This is an optimization exercise on Yosys and OpenROAD, whose aim is small area, a short achievable clock period and few clock cycles per item, not a production implementation.
At most, simulation tests tie the RTL to the original design; equivalence was not proved.

==> flow/design.v <==
module muldiv_sequencer #(
   parameter int WIDTH = 32
) (
   input  logic              clk,
   input  logic              rst,
   input  logic              op_valid,
   input  logic [1:0]        op_code,
   input  logic [WIDTH-1:0]  src_a,
   input  logic [WIDTH-1:0]  src_b,
   input  logic              flush,
   output logic              busy,
   output logic              res_valid,
   output logic [WIDTH-1:0]  res_hi,
   output logic [WIDTH-1:0]  res_lo
);
   localparam int N = 39;
   localparam logic [5:0] B_ZERO  = 6'b000_000;
   localparam logic [5:0] B_ADD1  = 6'b000_001;    
   localparam logic [5:0] B_SUB1  = 6'b000_101;    
   localparam logic [5:0] B_ADD2  = 6'b000_010;    
   localparam logic [5:0] B_SUB2  = 6'b000_110;    
   localparam logic [5:0] B_ADD4  = 6'b001_000;    
   localparam logic [5:0] B_SUB4  = 6'b101_000;    
   logic st_mul_q, st_pre_q, st_neg_q, st_aln_q, st_itr_q, st_fxr_q, st_fxq_q, st_done_q;
   logic st_mul_d, st_pre_d, st_neg_d, st_aln_d, st_itr_d, st_fxr_d, st_fxq_d, st_done_d;
   logic [31:0] h_q, h_d, l_q, l_d;
   logic [34:0] d_q, d_d;           
   logic [5:0]  bc_q, bc_d;         
   logic        s_mul_q, s_l_q, s_inv_q;    
   logic [4:0]  cnt_q, cnt_d;
   logic [1:0]  e_q, e_d;           
   logic        na_q, na_d;         
   logic        nb_q, nb_d;         
   wire idle = ~(st_mul_q | st_pre_q | st_neg_q | st_aln_q | st_itr_q |
                 st_fxr_q | st_fxq_q | st_done_q);
   wire op_signed = ~op_code[0];
   wire accept    = idle & op_valid & ~flush;
   wire [35:0] bx  = {{4{op_signed & src_a[31]}}, src_a};
   wire [36:0] bxs = {bx, 1'b0};
   function automatic logic [2:0] bdec(input logic [2:0] t);    
      logic zero, two;
      zero = (t == 3'b000) | (t == 3'b111);
      two  = (t == 3'b100) | (t == 3'b011);
      bdec = {t[2] & ~zero, two, ~zero & ~two};
   endfunction
   logic [31:0] sa_sfx;              
   logic [8:0]  js_oh;               
   logic [3:0]  js;
   always_comb begin
      logic [8:0] oh;
      sa_sfx[31] = 1'b1;
      for (int t = 30; t >= 0; t--) sa_sfx[t] = sa_sfx[t+1] & (src_a[t] == src_a[31]);
      oh[0] = sa_sfx[3];
      for (int j = 1; j < 8; j++) oh[j] = sa_sfx[4*j+3] & ~sa_sfx[4*j-1];
      oh[8] = ~sa_sfx[31];             
      js_oh = (~op_signed & src_a[31]) ? 9'b1_0000_0000 : oh;
      js = '0;
      for (int j = 0; j < 9; j++)
         if (js_oh[j]) js = js | j[3:0];
   end
   logic [4:0] w_idle, w_run;
   always_comb begin
      w_idle = '0;
      w_run  = '0;
      for (int k = 0; k < 9; k++) begin
         w_idle = w_idle | ({5{js_oh[k]}} & bxs[4*k +: 5]);
         if (cnt_q[3:0] == k + 1) w_run = bxs[4*k +: 5];
      end
   end
   wire [4:0] wsel = idle ? w_idle : w_run;
   wire [5:0] dw_sel = {bdec(wsel[4:2]), bdec(wsel[2:0])};
   function automatic logic [35:0] booth(input logic [2:0] c, input logic [34:0] a);
      logic [34:0] y;
      y     = ({35{c[0]}} & a) | ({35{c[1]}} & {a[33:0], 1'b0});
      booth = {c[2], y ^ {35{c[2]}}};
   endfunction
   wire [35:0]  bt1 = booth(bc_q[5:3], d_q);
   wire [35:0]  bt0 = booth(bc_q[2:0], d_q);
   wire         n1  = bt1[35];
   wire         n0  = bt0[35];
   wire [N-1:0] i1  = {{2{bt1[34]}}, bt1[34:0], n1, n1};    
   wire [N-1:0] i2  = {{4{bt0[34]}}, bt0[34:0]};
   logic [N-1:0] i0;
   always_comb begin
      if (s_mul_q)      i0 = {6'd0, h_q[0], l_q, 4'b0000};
      else if (s_l_q)   i0 = {7'd0, ~l_q};
      else              i0 = {7'd0, h_q ^ {32{s_inv_q}}};
   end
   wire cl = n1 | s_inv_q | s_l_q;
   wire [N-1:0] cs_s = i0 ^ i1 ^ i2;
   wire [N-1:0] cs_c = (i0 & i1) | (i0 & i2) | (i1 & i2);
   wire [N-1:0] t    = cs_s + {cs_c[N-2:0], cl} + {{(N-1){1'b0}}, n0};    
   wire         q    = ~t[N-1];
   wire         fast = t[N-1];                  
   wire         fixq = na_q ^ nb_q;
   logic [26:0] hu;
   always_comb begin
      logic all1, all0, inc, dec;
      inc = ~e_q[1] & e_q[0];
      dec = e_q[1];
      all1 = 1'b1; all0 = 1'b1;
      for (int i = 0; i < 27; i++) begin
         hu[i] = h_q[5+i] ^ ((inc & all1) | (dec & all0));
         all1 = all1 & h_q[5+i];
         all0 = all0 & ~h_q[5+i];
      end
   end
   always_comb begin
      st_mul_d = 1'b0; st_pre_d = 1'b0; st_neg_d = 1'b0; st_aln_d = 1'b0;
      st_itr_d = 1'b0; st_fxr_d = 1'b0; st_fxq_d = 1'b0; st_done_d = 1'b0;
      h_d = h_q; l_d = l_q; d_d = d_q; bc_d = B_ZERO; cnt_d = cnt_q; e_d = e_q;
      na_d = na_q; nb_d = nb_q;
      if (idle) begin
         na_d = op_signed & src_a[31];
         nb_d = op_signed & src_b[31];
         l_d  = '0;
         e_d  = 2'b00;
         if (op_code[1]) begin
            h_d      = src_a;
            d_d      = {{3{op_signed & src_b[31]}}, src_b};
            bc_d     = (op_signed & src_b[31]) ? B_ADD1 : B_SUB1;
            st_pre_d = accept;
         end else begin
            h_d      = '0;
            d_d      = {{3{op_signed & src_b[31]}}, src_b};
            bc_d     = dw_sel;
            cnt_d    = {1'b0, js};
            st_mul_d = accept;
         end
      end
      if (st_mul_q) begin
         h_d   = {hu[22:0], h_q[4:1], t[36:32]};
         l_d   = t[31:0];
         e_d   = t[38:37];
         bc_d  = dw_sel;
         cnt_d = cnt_q - 5'd1;
         if (cnt_q == 5'd0) st_done_d = 1'b1;
         else               st_mul_d  = 1'b1;
      end
      if (st_pre_q) begin
         cnt_d = 5'd1;
         bc_d  = nb_q ? B_ADD4 : B_SUB4;
         if (fast)      st_done_d = 1'b1;
         else if (na_q) begin st_neg_d = 1'b1; bc_d = B_ZERO; end
         else           st_aln_d  = 1'b1;
      end
      if (st_neg_q) begin
         h_d      = t[31:0];
         bc_d     = nb_q ? B_ADD4 : B_SUB4;
         st_aln_d = 1'b1;
      end
      if (st_aln_q) begin
         if (q && cnt_q != 5'd31) begin
            d_d      = {d_q[32:0], 2'b00};
            cnt_d    = cnt_q + 5'd2;
            bc_d     = nb_q ? B_ADD4 : B_SUB4;
            st_aln_d = 1'b1;
         end else begin
            bc_d     = nb_q ? B_ADD2 : B_SUB2;
            st_itr_d = 1'b1;
         end
      end
      if (st_itr_q) begin
         if (q) h_d = t[31:0];
         l_d   = {l_q[30:0], q};
         if (!cnt_q[0]) d_d = {{2{d_q[34]}}, d_q[34:2]};
         cnt_d = cnt_q - 5'd1;
         if (cnt_q[0]) bc_d = nb_q ? B_ADD1 : B_SUB1;
         else          bc_d = nb_q ? B_ADD2 : B_SUB2;
         if (cnt_q == 5'd0) begin
            bc_d = B_ZERO;
            if (na_q)      st_fxr_d  = 1'b1;
            else if (fixq) st_fxq_d  = 1'b1;
            else           st_done_d = 1'b1;
         end else st_itr_d = 1'b1;
      end
      if (st_fxr_q) begin
         h_d = t[31:0];
         if (fixq) st_fxq_d  = 1'b1;
         else      st_done_d = 1'b1;
      end
      if (st_fxq_q) begin
         l_d       = t[31:0];
         st_done_d = 1'b1;
      end
      if (flush) begin
         st_mul_d = 1'b0; st_pre_d = 1'b0; st_neg_d = 1'b0; st_aln_d = 1'b0;
         st_itr_d = 1'b0; st_fxr_d = 1'b0; st_fxq_d = 1'b0; st_done_d = 1'b0;
      end
   end
   always_ff @(posedge clk) begin
      s_mul_q <= st_mul_d;
      s_l_q   <= st_fxq_d;
      s_inv_q <= st_neg_d | st_fxr_d | (st_pre_d & na_d);
   end
   always_ff @(posedge clk or posedge rst) begin
      if (rst) begin
         st_mul_q  <= 1'b0;
         st_pre_q  <= 1'b0;
         st_neg_q  <= 1'b0;
         st_aln_q  <= 1'b0;
         st_itr_q  <= 1'b0;
         st_fxr_q  <= 1'b0;
         st_fxq_q  <= 1'b0;
         st_done_q <= 1'b0;
      end else begin
         st_mul_q  <= st_mul_d;
         st_pre_q  <= st_pre_d;
         st_neg_q  <= st_neg_d;
         st_aln_q  <= st_aln_d;
         st_itr_q  <= st_itr_d;
         st_fxr_q  <= st_fxr_d;
         st_fxq_q  <= st_fxq_d;
         st_done_q <= st_done_d;
      end
   end
   always_ff @(posedge clk) begin
      h_q   <= h_d;
      l_q   <= l_d;
      d_q   <= d_d;
      bc_q  <= bc_d;
      cnt_q <= cnt_d;
      e_q   <= e_d;
      na_q  <= na_d;
      nb_q  <= nb_d;
   end
   assign busy      = op_valid & ~flush & ~st_done_q;
   assign res_valid = st_done_q;
   assign res_hi    = {hu, h_q[4:0]};
   assign res_lo    = l_q;
endmodule
clock: 11.0 ns
lec_check: 0
cap_margin: 20
core_margin: 2
core_utilization: 40
setup_slack_margin: 5
slew_margin: 20
standard.sh (not shown) runs the stock make flow with config.mk's settings and CLKGATE_MAP_FILE= SYNTH_SCRIPT=/design/flow/synth_recipe.tcl, a recipe that flattens the netlist after the stock synthesis.
==> flow/flow/run.sh <==
#!/bin/bash
# The standard layout (standard.sh: unchanged synthesis and steps), except that the
# buffers placed on the ports are plain buf_2 cells rather than the placer's default choice,
# and the timing repair aims 6.0 ns below the clock period.
set -euo pipefail
bash standard.sh "BUFFER_PORTS_ARGS=-buffer_cell sky130_fd_sc_hd__buf_2" SETUP_SLACK_MARGIN=6.0 finish > make.log 2>&1
Testbench counts at the start, summed over its fixed seeds: cycles 23,050, ops 2,400.
Change:
--- a/flow/design.v
+++ b/flow/design.v
@@ -24,7 +24,7 @@
    logic st_mul_q, st_pre_q, st_neg_q, st_aln_q, st_itr_q, st_fxr_q, st_fxq_q, st_done_q;
    logic st_mul_d, st_pre_d, st_neg_d, st_aln_d, st_itr_d, st_fxr_d, st_fxq_d, st_done_d;
    logic [31:0] h_q, h_d, l_q, l_d;
-   logic [34:0] d_q, d_d;           
+   logic [32:0] d_q, d_d;           
    logic [5:0]  bc_q, bc_d;         
    logic        s_mul_q, s_l_q, s_inv_q;    
    logic [4:0]  cnt_q, cnt_d;
@@ -43,36 +43,38 @@
       two  = (t == 3'b100) | (t == 3'b011);
       bdec = {t[2] & ~zero, two, ~zero & ~two};
    endfunction
-   logic [31:0] sa_sfx;              
+   logic [30:0] eqs;                 
+   logic [7:0]  top_eq;              
    logic [8:0]  js_oh;               
    logic [3:0]  js;
    always_comb begin
       logic [8:0] oh;
-      sa_sfx[31] = 1'b1;
-      for (int t = 30; t >= 0; t--) sa_sfx[t] = sa_sfx[t+1] & (src_a[t] == src_a[31]);
-      oh[0] = sa_sfx[3];
-      for (int j = 1; j < 8; j++) oh[j] = sa_sfx[4*j+3] & ~sa_sfx[4*j-1];
-      oh[8] = ~sa_sfx[31];             
+      eqs = ~(src_a[30:0] ^ {31{src_a[31]}});
+      for (int j = 0; j < 8; j++) top_eq[j] = &(eqs | ((31'd1 << (4*j+3)) - 31'd1));
+      oh[0] = top_eq[0];
+      for (int j = 1; j < 8; j++) oh[j] = top_eq[j] & ~top_eq[j-1];
+      oh[8] = 1'b0;                    
       js_oh = (~op_signed & src_a[31]) ? 9'b1_0000_0000 : oh;
       js = '0;
       for (int j = 0; j < 9; j++)
          if (js_oh[j]) js = js | j[3:0];
    end
-   logic [4:0] w_idle, w_run;
-   always_comb begin
-      w_idle = '0;
-      w_run  = '0;
+   logic [5:0] dw_idle;
+   logic [4:0] w_run;
+   always_comb begin
+      dw_idle = '0;
+      w_run   = '0;
       for (int k = 0; k < 9; k++) begin
-         w_idle = w_idle | ({5{js_oh[k]}} & bxs[4*k +: 5]);
+         dw_idle = dw_idle | ({6{js_oh[k]}} & {bdec(bxs[4*k+2 +: 3]), bdec(bxs[4*k +: 3])});
          if (cnt_q[3:0] == k + 1) w_run = bxs[4*k +: 5];
       end
    end
-   wire [4:0] wsel = idle ? w_idle : w_run;
-   wire [5:0] dw_sel = {bdec(wsel[4:2]), bdec(wsel[2:0])};
-   function automatic logic [35:0] booth(input logic [2:0] c, input logic [34:0] a);
-      logic [34:0] y;
-      y     = ({35{c[0]}} & a) | ({35{c[1]}} & {a[33:0], 1'b0});
-      booth = {c[2], y ^ {35{c[2]}}};
+   wire [5:0] dw_run = {bdec(w_run[4:2]), bdec(w_run[2:0])};
+   function automatic logic [35:0] booth(input logic [2:0] c, input logic [32:0] a);
+      logic [33:0] y;
+      y     = ({34{c[0]}} & {a[32], a}) | ({34{c[1]}} & {a, 1'b0});
+      y     = y ^ {34{c[2]}};
+      booth = {c[2], y[33], y};
    endfunction
    wire [35:0]  bt1 = booth(bc_q[5:3], d_q);
    wire [35:0]  bt0 = booth(bc_q[2:0], d_q);
@@ -117,13 +119,13 @@
          e_d  = 2'b00;
          if (op_code[1]) begin
             h_d      = src_a;
-            d_d      = {{3{op_signed & src_b[31]}}, src_b};
+            d_d      = {op_signed & src_b[31], src_b};
             bc_d     = (op_signed & src_b[31]) ? B_ADD1 : B_SUB1;
             st_pre_d = accept;
          end else begin
             h_d      = '0;
-            d_d      = {{3{op_signed & src_b[31]}}, src_b};
-            bc_d     = dw_sel;
+            d_d      = {op_signed & src_b[31], src_b};
+            bc_d     = dw_idle;
             cnt_d    = {1'b0, js};
             st_mul_d = accept;
          end
@@ -132,7 +134,7 @@
          h_d   = {hu[22:0], h_q[4:1], t[36:32]};
          l_d   = t[31:0];
          e_d   = t[38:37];
-         bc_d  = dw_sel;
+         bc_d  = dw_run;
          cnt_d = cnt_q - 5'd1;
          if (cnt_q == 5'd0) st_done_d = 1'b1;
          else               st_mul_d  = 1'b1;
@@ -151,7 +153,7 @@
       end
       if (st_aln_q) begin
          if (q && cnt_q != 5'd31) begin
-            d_d      = {d_q[32:0], 2'b00};
+            d_d      = {d_q[30:0], 2'b00};
             cnt_d    = cnt_q + 5'd2;
             bc_d     = nb_q ? B_ADD4 : B_SUB4;
             st_aln_d = 1'b1;
@@ -163,7 +165,7 @@
       if (st_itr_q) begin
          if (q) h_d = t[31:0];
          l_d   = {l_q[30:0], q};
-         if (!cnt_q[0]) d_d = {{2{d_q[34]}}, d_q[34:2]};
+         if (!cnt_q[0]) d_d = {{2{d_q[32]}}, d_q[32:2]};
          cnt_d = cnt_q - 5'd1;
          if (cnt_q[0]) bc_d = nb_q ? B_ADD1 : B_SUB1;
          else          bc_d = nb_q ? B_ADD2 : B_SUB2;
What happened:
- The new run finished with timing, DRC and antenna clean
- hold slack improves by 0.032 ns
- worst setup slack degrades by 0.097 ns
- wire length increases by 2.4%
- utilization is about the same
- register-to-register slack improves by 0.16 ns
Only the layout flow was run in the second run of this note; the RTL was not checked for function there.

---

== build 55 ==
// muldiv_sequencer: RTL as listed in full above, without the edits since
==> flow/config.mk <==
export PLATFORM = sky130hd
export DESIGN_NAME = muldiv_sequencer
export DESIGN_NICKNAME = muldiv_sequencer
export VERILOG_FILES = /design/flow/design.v
export SDC_FILE = /design/flow/constraint.sdc
export NUM_CORES = 4
export LEC_CHECK = 0
export CAP_MARGIN = 20
export CORE_MARGIN = 2
export CORE_UTILIZATION = 40
export SETUP_SLACK_MARGIN = 5
export SLEW_MARGIN = 20
==> flow/constraint.sdc <==
create_clock -name core_clock -period 11.0 [get_ports {clk}]
set_input_delay 2.2000 -clock core_clock [delete_from_list [all_inputs] [get_ports {clk}]]
set_output_delay 2.2000 -clock core_clock [all_outputs]
set_load 0.01 [all_outputs]
==> flow/flow/run.sh <==
#!/bin/bash
# The standard layout (standard.sh: unchanged synthesis and steps), except that the
# buffers placed on the ports are plain buf_2 cells rather than the placer's default choice.
set -euo pipefail
bash standard.sh "BUFFER_PORTS_ARGS=-buffer_cell sky130_fd_sc_hd__buf_2" finish > make.log 2>&1
Testbench counts of build 55, summed over its fixed seeds: cycles 23,050, ops 2,400.
### build 55 -> build 9
--- a/flow/design.v
+++ b/flow/design.v
@@ -40,38 +40,39 @@
    function automatic logic [2:0] bdec(input logic [2:0] t);    
       logic zero, two;
       zero = (t == 3'b000) | (t == 3'b111);
       two  = (t == 3'b100) | (t == 3'b011);
       bdec = {t[2] & ~zero, two, ~zero & ~two};
    endfunction
-   logic [31:0] sa_sfx;              
-   logic [8:0]  js_oh;               
+   logic [5:0] dw [9];
+   always_comb
+      for (int k = 0; k < 9; k++)
+         dw[k] = {bdec(bxs[4*k+2 +: 3]), bdec(bxs[4*k +: 3])};
+   logic [35:0] sfx;
+   logic [8:0]  js_oh;
    logic [3:0]  js;
-   always_comb begin
-      logic [8:0] oh;
-      sa_sfx[31] = 1'b1;
-      for (int t = 30; t >= 0; t--) sa_sfx[t] = sa_sfx[t+1] & (src_a[t] == src_a[31]);
-      oh[0] = sa_sfx[3];
-      for (int j = 1; j < 8; j++) oh[j] = sa_sfx[4*j+3] & ~sa_sfx[4*j-1];
-      oh[8] = ~sa_sfx[31];             
-      js_oh = (~op_signed & src_a[31]) ? 9'b1_0000_0000 : oh;
-      js = '0;
-      for (int j = 0; j < 9; j++)
+   logic [5:0]  dw_js;
+   always_comb begin
+      sfx[35] = 1'b1;
+      for (int t = 34; t >= 0; t--) sfx[t] = sfx[t+1] & (bx[t] == bx[35]);
+      js_oh[0] = sfx[3];
+      for (int j = 1; j < 8; j++) js_oh[j] = sfx[4*j+3] & ~sfx[4*j-1];
+      js_oh[8] = ~sfx[31];
+      js    = '0;
+      dw_js = '0;
+      for (int j = 0; j < 9; j++) begin
          if (js_oh[j]) js = js | j[3:0];
-   end
-   logic [4:0] w_idle, w_run;
-   always_comb begin
-      w_idle = '0;
-      w_run  = '0;
-      for (int k = 0; k < 9; k++) begin
-         w_idle = w_idle | ({5{js_oh[k]}} & bxs[4*k +: 5]);
-         if (cnt_q[3:0] == k + 1) w_run = bxs[4*k +: 5];
-      end
-   end
-   wire [4:0] wsel = idle ? w_idle : w_run;
-   wire [5:0] dw_sel = {bdec(wsel[4:2]), bdec(wsel[2:0])};
+         dw_js = dw_js | ({6{js_oh[j]}} & dw[j]);
+      end
+   end
+   logic [5:0] dw_nx;
+   always_comb begin
+      dw_nx = '0;
+      for (int k = 0; k < 8; k++)
+         if (cnt_q[3:0] == k + 1) dw_nx = dw[k];
+   end
    function automatic logic [35:0] booth(input logic [2:0] c, input logic [34:0] a);
       logic [34:0] y;
       y     = ({35{c[0]}} & a) | ({35{c[1]}} & {a[33:0], 1'b0});
       booth = {c[2], y ^ {35{c[2]}}};
    endfunction
    wire [35:0]  bt1 = booth(bc_q[5:3], d_q);
@@ -120,22 +121,22 @@
             d_d      = {{3{op_signed & src_b[31]}}, src_b};
             bc_d     = (op_signed & src_b[31]) ? B_ADD1 : B_SUB1;
             st_pre_d = accept;
          end else begin
             h_d      = '0;
             d_d      = {{3{op_signed & src_b[31]}}, src_b};
-            bc_d     = dw_sel;
+            bc_d     = dw_js;
             cnt_d    = {1'b0, js};
             st_mul_d = accept;
          end
       end
       if (st_mul_q) begin
          h_d   = {hu[22:0], h_q[4:1], t[36:32]};
          l_d   = t[31:0];
          e_d   = t[38:37];
-         bc_d  = dw_sel;
+         bc_d  = dw_nx;
          cnt_d = cnt_q - 5'd1;
          if (cnt_q == 5'd0) st_done_d = 1'b1;
          else               st_mul_d  = 1'b1;
       end
       if (st_pre_q) begin
          cnt_d = 5'd1;
==> comparison <==
Taking build 55 as the reference, in build 9 total via count in the routed design now larger; aggregate routed wire length now larger; synthesis-to-layout area growth now smaller. When build 9 is set beside build 55, its achievable frequency turns out to be 2.4% larger. Measured against each other, build 55 and build 9 differ in multiplexer fraction of the synthesized cell area, the lower figure coming from build 55. Build 9 against build 55: post-synthesis net count shows an increase of 4.8%, cell count after placement higher, finished layout cell area moved up. Compared with build 55, in build 9 horizontal extent of the die went up 1.5%; standard-cell row count went up 1.
Testbench counts of build 9, summed over its fixed seeds: cycles 23,050, ops 2,400.

## static timing again, ports no longer ideal
No port has a modelled driver above. Below, the same layouts with a new extraction and two added sets of constraints.
Step 1: set_driving_cell puts a clkbuf_16 on clk and a buf_2 on each other input, an assumption about the parent block.
Step 2 also shifts input and output timing later by t, the mid clock arrival at the registers, as if the neighbouring blocks saw the same clock.
Slacks: no drivers / after step 1 / after step 2; pairs: no drivers / after step 1.
run | t (ns) | slack for setup (ns) | worst register clock-pin slew, ns
the first run of note 1 | 0.475 | 5.659 / 5.610 / 5.653 | 0.06 / 0.06
the second run of note 1 | 0.488 | 5.562 / 5.507 / 5.816 | 0.07 / 0.07
build 55 | 0.475 | 5.233 / 5.182 / 5.235 | 0.07 / 0.07
build 9 | 0.482 | 5.369 / 5.325 / 5.369 | 0.07 / 0.07
After both steps every run listed still meets setup and hold. The setup slack of the first run of note 1, which loses most, moves by -0.049 ns with the drivers and by -0.006 ns with both steps.
